Context: an optimization exercise on an open-source flow, tuned for small area and a short achievable clock period. The choices shown serve that exercise and are no tape-out recipe. In this exercise RTL edits were held to simulation tests only and were not proved equivalent to the original. Power is estimated from default activity; no workload was simulated.

## job 8799
// acc_channel_hub
module acc_channel_hub #(
  parameter int unsigned NCh   = 2,
  parameter int unsigned Dw    = acc_hub_pkg::DefDw,
  parameter int unsigned Depth = acc_hub_pkg::DefDepth,
  parameter int unsigned CntW  = 16
) (
  input  logic              clk_i,
  input  logic              reset_i,
  input  logic              start_i,
  input  logic [2:0]        ch_sel_i,
  input  logic              bypass_i,
  input  logic [CntW-1:0]   word_count_i,
  input  logic              tx_valid_i,
  input  logic [Dw-1:0]     tx_data_i,
  output logic              tx_ready_o,
  output logic              rx_valid_o,
  output logic [Dw-1:0]     rx_data_o,
  input  logic              rx_ready_i,
  output logic              busy_o,
  output logic              done_o,
  output logic              err_sel_o,
  output logic [NCh-1:0]    acc_enable_o,
  input  logic [NCh-1:0]    acc_get_i,
  output logic [NCh*Dw-1:0] acc_data_out_o,
  output logic [NCh-1:0]    to_acc_empty_o,
  input  logic [NCh-1:0]    acc_put_i,
  input  logic [NCh*Dw-1:0] acc_data_in_i,
  output logic [NCh-1:0]    from_acc_full_o,
  output logic [NCh-1:0]    ovf_err_o
);
  localparam int unsigned BodyN = Depth - 1;
  logic            run_q, done_q, busy_q, err_q, ch_q, byp_q;
  ...
==> flow/config.mk <==
export PLATFORM = sky130hd
export DESIGN_NAME = acc_channel_hub
export DESIGN_NICKNAME = acc_channel_hub
export VERILOG_FILES = /design/flow/design.v
export SDC_FILE = /design/flow/constraint.sdc
export NUM_CORES = 4
export LEC_CHECK = 0
export CAP_MARGIN = 20
export CORE_MARGIN = 2
export CORE_UTILIZATION = 40
export CTS_BUF_LIST = sky130_fd_sc_hd__clkbuf_16
export CTS_CLUSTER_DIAMETER = 80
export CTS_CLUSTER_SIZE = 24
export SETUP_SLACK_MARGIN = 3.0
export SLEW_MARGIN = 50
export TNS_END_PERCENT = 0
==> flow/constraint.sdc <==
create_clock -name core_clock -period 5.0 [get_ports {clk_i}]
set_input_delay 1.0000 -clock core_clock [delete_from_list [all_inputs] [get_ports {clk_i}]]
set_output_delay 1.0000 -clock core_clock [all_outputs]
set_load 0.01 [all_outputs]
standard.sh (not shown) runs the stock make flow with config.mk's settings and CLKGATE_MAP_FILE= SYNTH_SCRIPT=/design/flow/synth_recipe.tcl, a recipe that flattens the netlist after the stock synthesis.
==> flow/flow/run.sh <==
#!/bin/bash
# Standard ORFS layout, with the ports buffered by buf_2 cells instead of the
# slow delay-buffer cell buffer_ports picks by default.
set -euo pipefail
export BUFFER_PORTS_ARGS="-buffer_cell sky130_fd_sc_hd__buf_2"
bash standard.sh > flow_standard.log 2>&1
Job 8799 reached the final stage; the timing, DRC and antenna checks on its layout passed.
The inputs of job 945 differ from those of job 8799 as listed below.
- SLEW_MARGIN: 50 -> 70
- CTS_CLUSTER_DIAMETER: 80 -> 90
- CTS_CLUSTER_SIZE: 24 -> 27
[summary]
- Job 945 — count of fill cells added during filler insertion 0.58% lower, job 8799 as reference
- Summary: with job 8799 as the reference, reported leakage power in job 945 moved up by a few percent.
- Diff job 8799..job 945 | multi-input combinational gate total | negligible
- Max final cycle utilization of the critical path across job 945 and job 8799: job 945
- Compared to job 8799, job 945 has combinational share of power 0.3 points higher.
- Internal portion of total power: higher on job 8799
- Job 8799 -> job 945: netlist area before placement delta 0, exact match
- On clock share of power: between job 945 and job 8799, it ends up higher for job 8799.
- When job 945 is measured against job 8799, its pin count of the biggest net entering global routing turns out 20 lower.
- Comparing total power after layout for job 945 and job 8799, the smaller number came from job 945.
- Between job 945 and job 8799, pin slew with the least headroom to its limit is lower for job 945, job 8799 comes in above that.
The following lists how job 6716 was set up differently from job 945:
- SLEW_MARGIN: 70 -> 20
## What came out
The worst slew margin relative to its limit of job 6716 falls short of that of job 945 by 41 points.
Per the comparison of job 6716 with job 945, clock-pin slew reported for the worst setup and hold paths after clock tree synthesis closely matched the old numbers, fmax moved down, post-detailed-routing wire length increased 1.7%, setup slack saw a decrease, smallest hold slack saw a decrease.

## the previous run
acc_channel_hub again, from the RTL that the note above started with.
## acc_channel_hub
module acc_channel_hub #(
  parameter int unsigned NCh   = 2,
  parameter int unsigned Dw    = acc_hub_pkg::DefDw,
  parameter int unsigned Depth = acc_hub_pkg::DefDepth,
  parameter int unsigned CntW  = 16
) (
  input  logic              clk_i,
  input  logic              reset_i,
  input  logic              start_i,
  input  logic [2:0]        ch_sel_i,
  input  logic              bypass_i,
  input  logic [CntW-1:0]   word_count_i,
  input  logic              tx_valid_i,
  input  logic [Dw-1:0]     tx_data_i,
  output logic              tx_ready_o,
  output logic              rx_valid_o,
  output logic [Dw-1:0]     rx_data_o,
  input  logic              rx_ready_i,
  output logic              busy_o,
  output logic              done_o,
  output logic              err_sel_o,
  output logic [NCh-1:0]    acc_enable_o,
  input  logic [NCh-1:0]    acc_get_i,
  output logic [NCh*Dw-1:0] acc_data_out_o,
  output logic [NCh-1:0]    to_acc_empty_o,
  input  logic [NCh-1:0]    acc_put_i,
  input  logic [NCh*Dw-1:0] acc_data_in_i,
  output logic [NCh-1:0]    from_acc_full_o,
  output logic [NCh-1:0]    ovf_err_o
);
export LEC_CHECK = 0
export CAP_MARGIN = 50
export CORE_MARGIN = 2
export CORE_UTILIZATION = 40
export CTS_BUF_LIST = sky130_fd_sc_hd__clkbuf_16
export CTS_CLUSTER_DIAMETER = 90
export CTS_CLUSTER_SIZE = 27
export SETUP_SLACK_MARGIN = 3.0
export SLEW_MARGIN = 50
export TNS_END_PERCENT = 0
create_clock -name core_clock -period 5.0 [get_ports {clk_i}]
Scripts as last shown in full above: flow/flow/run.sh
The previous run finished end to end and its layout was clean on timing, DRC and antenna.
> inputs changed (the previous run -> the current run)
- CAP_MARGIN: 50 -> 20
==> notes.md <==
Detail-routed net length per standard cell of the current run is on par with the previous run. Compared the previous run against the current run; area added between synthesis and finish within noise. Tightest slew margin relative to the limit on the current run is behind the previous run. Status: minimum clock period after layout parity (the previous run, the current run). ~same total detailed-routing wirelength in the current run and the previous run. Going from the previous run to the current run, global-route track usage on met2 -0.18 points, area used by multi-input combinational logic ~0 delta, clock edge transition at the registers on the reported setup and hold paths ~0 delta.

acc_channel_hub, a different RTL version from the one above (not shown whole).
Size in the first run: roughly 2200 flip-flops, roughly 230 I/O pins, roughly 82000 um2 of cells after synthesis.
==> flow/config.mk <==
export PLATFORM = sky130hd
export DESIGN_NAME = acc_channel_hub
export DESIGN_NICKNAME = acc_channel_hub
export VERILOG_FILES = /design/flow/design.v
export SDC_FILE = /design/flow/constraint.sdc
export NUM_CORES = 4
export LEC_CHECK = 0
export CAP_MARGIN = 20
export CORE_MARGIN = 2
export CORE_UTILIZATION = 40
export SETUP_SLACK_MARGIN = 2.3
export SLEW_MARGIN = 20
==> flow/constraint.sdc <==
create_clock -name core_clock -period 5.0 [get_ports {clk_i}]
set_input_delay 1.0000 -clock core_clock [delete_from_list [all_inputs] [get_ports {clk_i}]]
set_output_delay 1.0000 -clock core_clock [all_outputs]
set_load 0.01 [all_outputs]
==> flow/flow/run.sh <==
#!/bin/bash
# Standard ORFS layout, with the ports buffered by buf_4 cells instead of the
# slow delay-buffer cell buffer_ports picks by default.
set -euo pipefail
export BUFFER_PORTS_ARGS="-buffer_cell sky130_fd_sc_hd__buf_4"
bash standard.sh > flow_standard.log 2>&1
==> next run, changes <==
==> flow/run.sh (new file) <==
#!/bin/bash
# synth_recipe.tcl (not shown) runs the flow's synth.tcl, then flattens the netlist and writes it again
# the make line also repeats each setting of config.mk as NAME=value (left out here)
make -C /OpenROAD-flow-scripts/flow DESIGN_CONFIG=/design/flow/config.mk WORK_HOME=/design/flow/orfs CLKGATE_MAP_FILE= SYNTH_SCRIPT=/design/flow/synth_recipe.tcl finish
- SETUP_SLACK_MARGIN: 2.3 -> default
removed: flow/flow/run.sh
removed: flow/standard.sh
Maximum frequency fell by 24%.
Routed wire length goes down by 1.8%.
Die area does not change.
Total power went down by 0.72%.
Global-route usage went down by 0.25 points.
Clock skew came out higher by 16 ps.
Area after synthesis stays the same.
==> next run, changes <==
==> flow/flow/run.sh (new file) <==
#!/bin/bash
# Standard ORFS layout, with the ports buffered by buf_2 cells instead of the
# slow delay-buffer cell buffer_ports picks by default.
set -euo pipefail
export BUFFER_PORTS_ARGS="-buffer_cell sky130_fd_sc_hd__buf_2"
bash standard.sh > flow_standard.log 2>&1
==> flow/standard.sh (new file) <==
#!/bin/bash
# synth_recipe.tcl (not shown) runs the flow's synth.tcl, then flattens the netlist and writes it again
# the make line also repeats each setting of config.mk as NAME=value (left out here)
make -C /OpenROAD-flow-scripts/flow DESIGN_CONFIG=/design/flow/config.mk WORK_HOME=/design/flow/orfs CLKGATE_MAP_FILE= SYNTH_SCRIPT=/design/flow/synth_recipe.tcl "${@:-finish}"
- CTS_BUF_LIST: default -> sky130_fd_sc_hd__clkbuf_16
- CTS_CLUSTER_DIAMETER: default -> 90
- CTS_CLUSTER_SIZE: default -> 27
- SETUP_SLACK_MARGIN: default -> 2.7
removed: flow/run.sh
=> Clock power falls by 40%. Clock skew is about the same. Routed wire length rises by 14%. Clock-buffer cell count falls by 203.
==> next run, changes <==
==> flow/run.sh (new file) <==
#!/bin/bash
# synth_recipe.tcl (not shown) runs the flow's synth.tcl, then flattens the netlist and writes it again
# the make line also repeats each setting of config.mk as NAME=value (left out here)
make -C /OpenROAD-flow-scripts/flow DESIGN_CONFIG=/design/flow/config.mk WORK_HOME=/design/flow/orfs CLKGATE_MAP_FILE= SYNTH_SCRIPT=/design/flow/synth_recipe.tcl finish
- CTS_BUF_LIST: sky130_fd_sc_hd__clkbuf_16 -> default
- CTS_CLUSTER_DIAMETER: 90 -> default
- CTS_CLUSTER_SIZE: 27 -> default
- SETUP_SLACK_MARGIN: 2.7 -> 2.0
removed: flow/flow/run.sh
removed: flow/standard.sh
The new run completed without violations.
Worst hold slack improves by 17 ps.
Cell area drops by 4.4%.
Utilization drops by 2.2 points.

acc_channel_hub again, from the RTL that the note above started with.
==> flow/config.mk <==
export PLATFORM = sky130hd
export DESIGN_NAME = acc_channel_hub
export DESIGN_NICKNAME = acc_channel_hub
export VERILOG_FILES = /design/flow/design.v
export SDC_FILE = /design/flow/constraint.sdc
export NUM_CORES = 4
export LEC_CHECK = 0
export CAP_MARGIN = 20
export CORE_MARGIN = 2
export CORE_UTILIZATION = 40
export CTS_BUF_LIST = sky130_fd_sc_hd__clkbuf_16
export CTS_CLUSTER_DIAMETER = 80
export CTS_CLUSTER_SIZE = 24
export SETUP_SLACK_MARGIN = 2.4
export SLEW_MARGIN = 20
==> flow/constraint.sdc <==
create_clock -name core_clock -period 5.0 [get_ports {clk_i}]
set_input_delay 1.0000 -clock core_clock [delete_from_list [all_inputs] [get_ports {clk_i}]]
set_output_delay 1.0000 -clock core_clock [all_outputs]
set_load 0.01 [all_outputs]
==> flow/flow/run.sh <==
#!/bin/bash
# Standard ORFS layout, with the ports buffered by buf_4 cells instead of the
# slow delay-buffer cell buffer_ports picks by default.
set -euo pipefail
export BUFFER_PORTS_ARGS="-buffer_cell sky130_fd_sc_hd__buf_4"
bash standard.sh > flow_standard.log 2>&1
Rerun with:
==> flow/flow/run.sh (replaced) <==
#!/bin/bash
# Standard ORFS layout, with the ports buffered by buf_2 cells instead of the
# slow delay-buffer cell buffer_ports picks by default.
set -euo pipefail
export BUFFER_PORTS_ARGS="-buffer_cell sky130_fd_sc_hd__buf_2"
bash standard.sh > flow_standard.log 2>&1
CTS_CLUSTER_DIAMETER = 90   (was 80)
CTS_CLUSTER_SIZE = 27   (was 24)
SETUP_SLACK_MARGIN = 3.0   (was 2.4)
TNS_END_PERCENT = 0   (was default)
After rerunning:
- The changed run finished with timing, DRC and antenna clean
- design area went up slightly
- critical path depth is unchanged
- core utilization rises by 0.28 points
- sequential share of layout area falls by 0.24 points

## static timing again, ports no longer ideal
Ports are ideal in the flow. The routed layouts listed here were re-timed in OpenROAD.
Step 1: set_driving_cell puts a clkbuf_16 on clk_i and a buf_2 on each other input, an assumption about the parent block.
Step 2 moves the port delays by t, midway between the first and last clock arrival at a register: inputs arrive t later, outputs are due t later. That takes back most of the time a late clock gives input paths.
Three values: ideal, step 1, step 2; two values: the first two.
| run | shift t [ns] | slack for setup (ns) | hold WS [ns] | worst setup path after step 2 | worst data-port slew with drivers (ns) |
|---|---|---|---|---|---|
| job 8799 | 0.861 | 2.654 / 2.561 / 1.863 | 0.442 / 0.432 / 0.442 | input to register | 0.23 |
| job 945 | 0.837 | 2.628 / 2.545 / 1.934 | 0.456 / 0.443 / 0.456 | input to register | 0.22 |
| job 6716 | 0.842 | 2.613 / 2.533 / 1.737 | 0.446 / 0.430 / 0.446 | input to register | 0.21 |
| the previous run | 0.842 | 2.617 / 2.529 / 1.867 | 0.434 / 0.434 / 0.434 | input to register | 0.22 |
| the current run | 0.840 | 2.620 / 2.535 / 1.875 | 0.453 / 0.441 / 0.453 | input to register | 0.22 |
| the first run of note 3 | 0.932 | 2.226 / 2.226 / 1.622 | 0.400 / 0.339 / 0.508 | input to register | 0.14 |
| the second run of note 3 | 0.923 | 1.343 / 1.403 / 0.480 | 0.458 / 0.458 / 0.458 | input to register | 0.09 |
| the third run of note 3 | 0.879 | 2.488 / 2.488 / 1.752 | 0.487 / 0.422 / 0.517 | input to register | 0.19 |
| the fourth run of note 3 | 0.932 | 2.023 / 1.955 / 1.141 | 0.505 / 0.473 / 0.505 | input to register | 0.15 |
| the first run of note 4 | 0.883 | 2.434 / 2.427 / 1.649 | 0.452 / 0.389 / 0.515 | input to register | 0.15 |
| the second run of note 4 | 0.857 | 2.522 / 2.522 / 1.777 | 0.479 / 0.412 / 0.482 | input to register | 0.11 |
After both steps setup and hold are still met in every run listed. For the fourth run of note 3, which loses most, drivers alone change the setup slack by -0.068 ns; drivers and shift together by -0.882 ns.
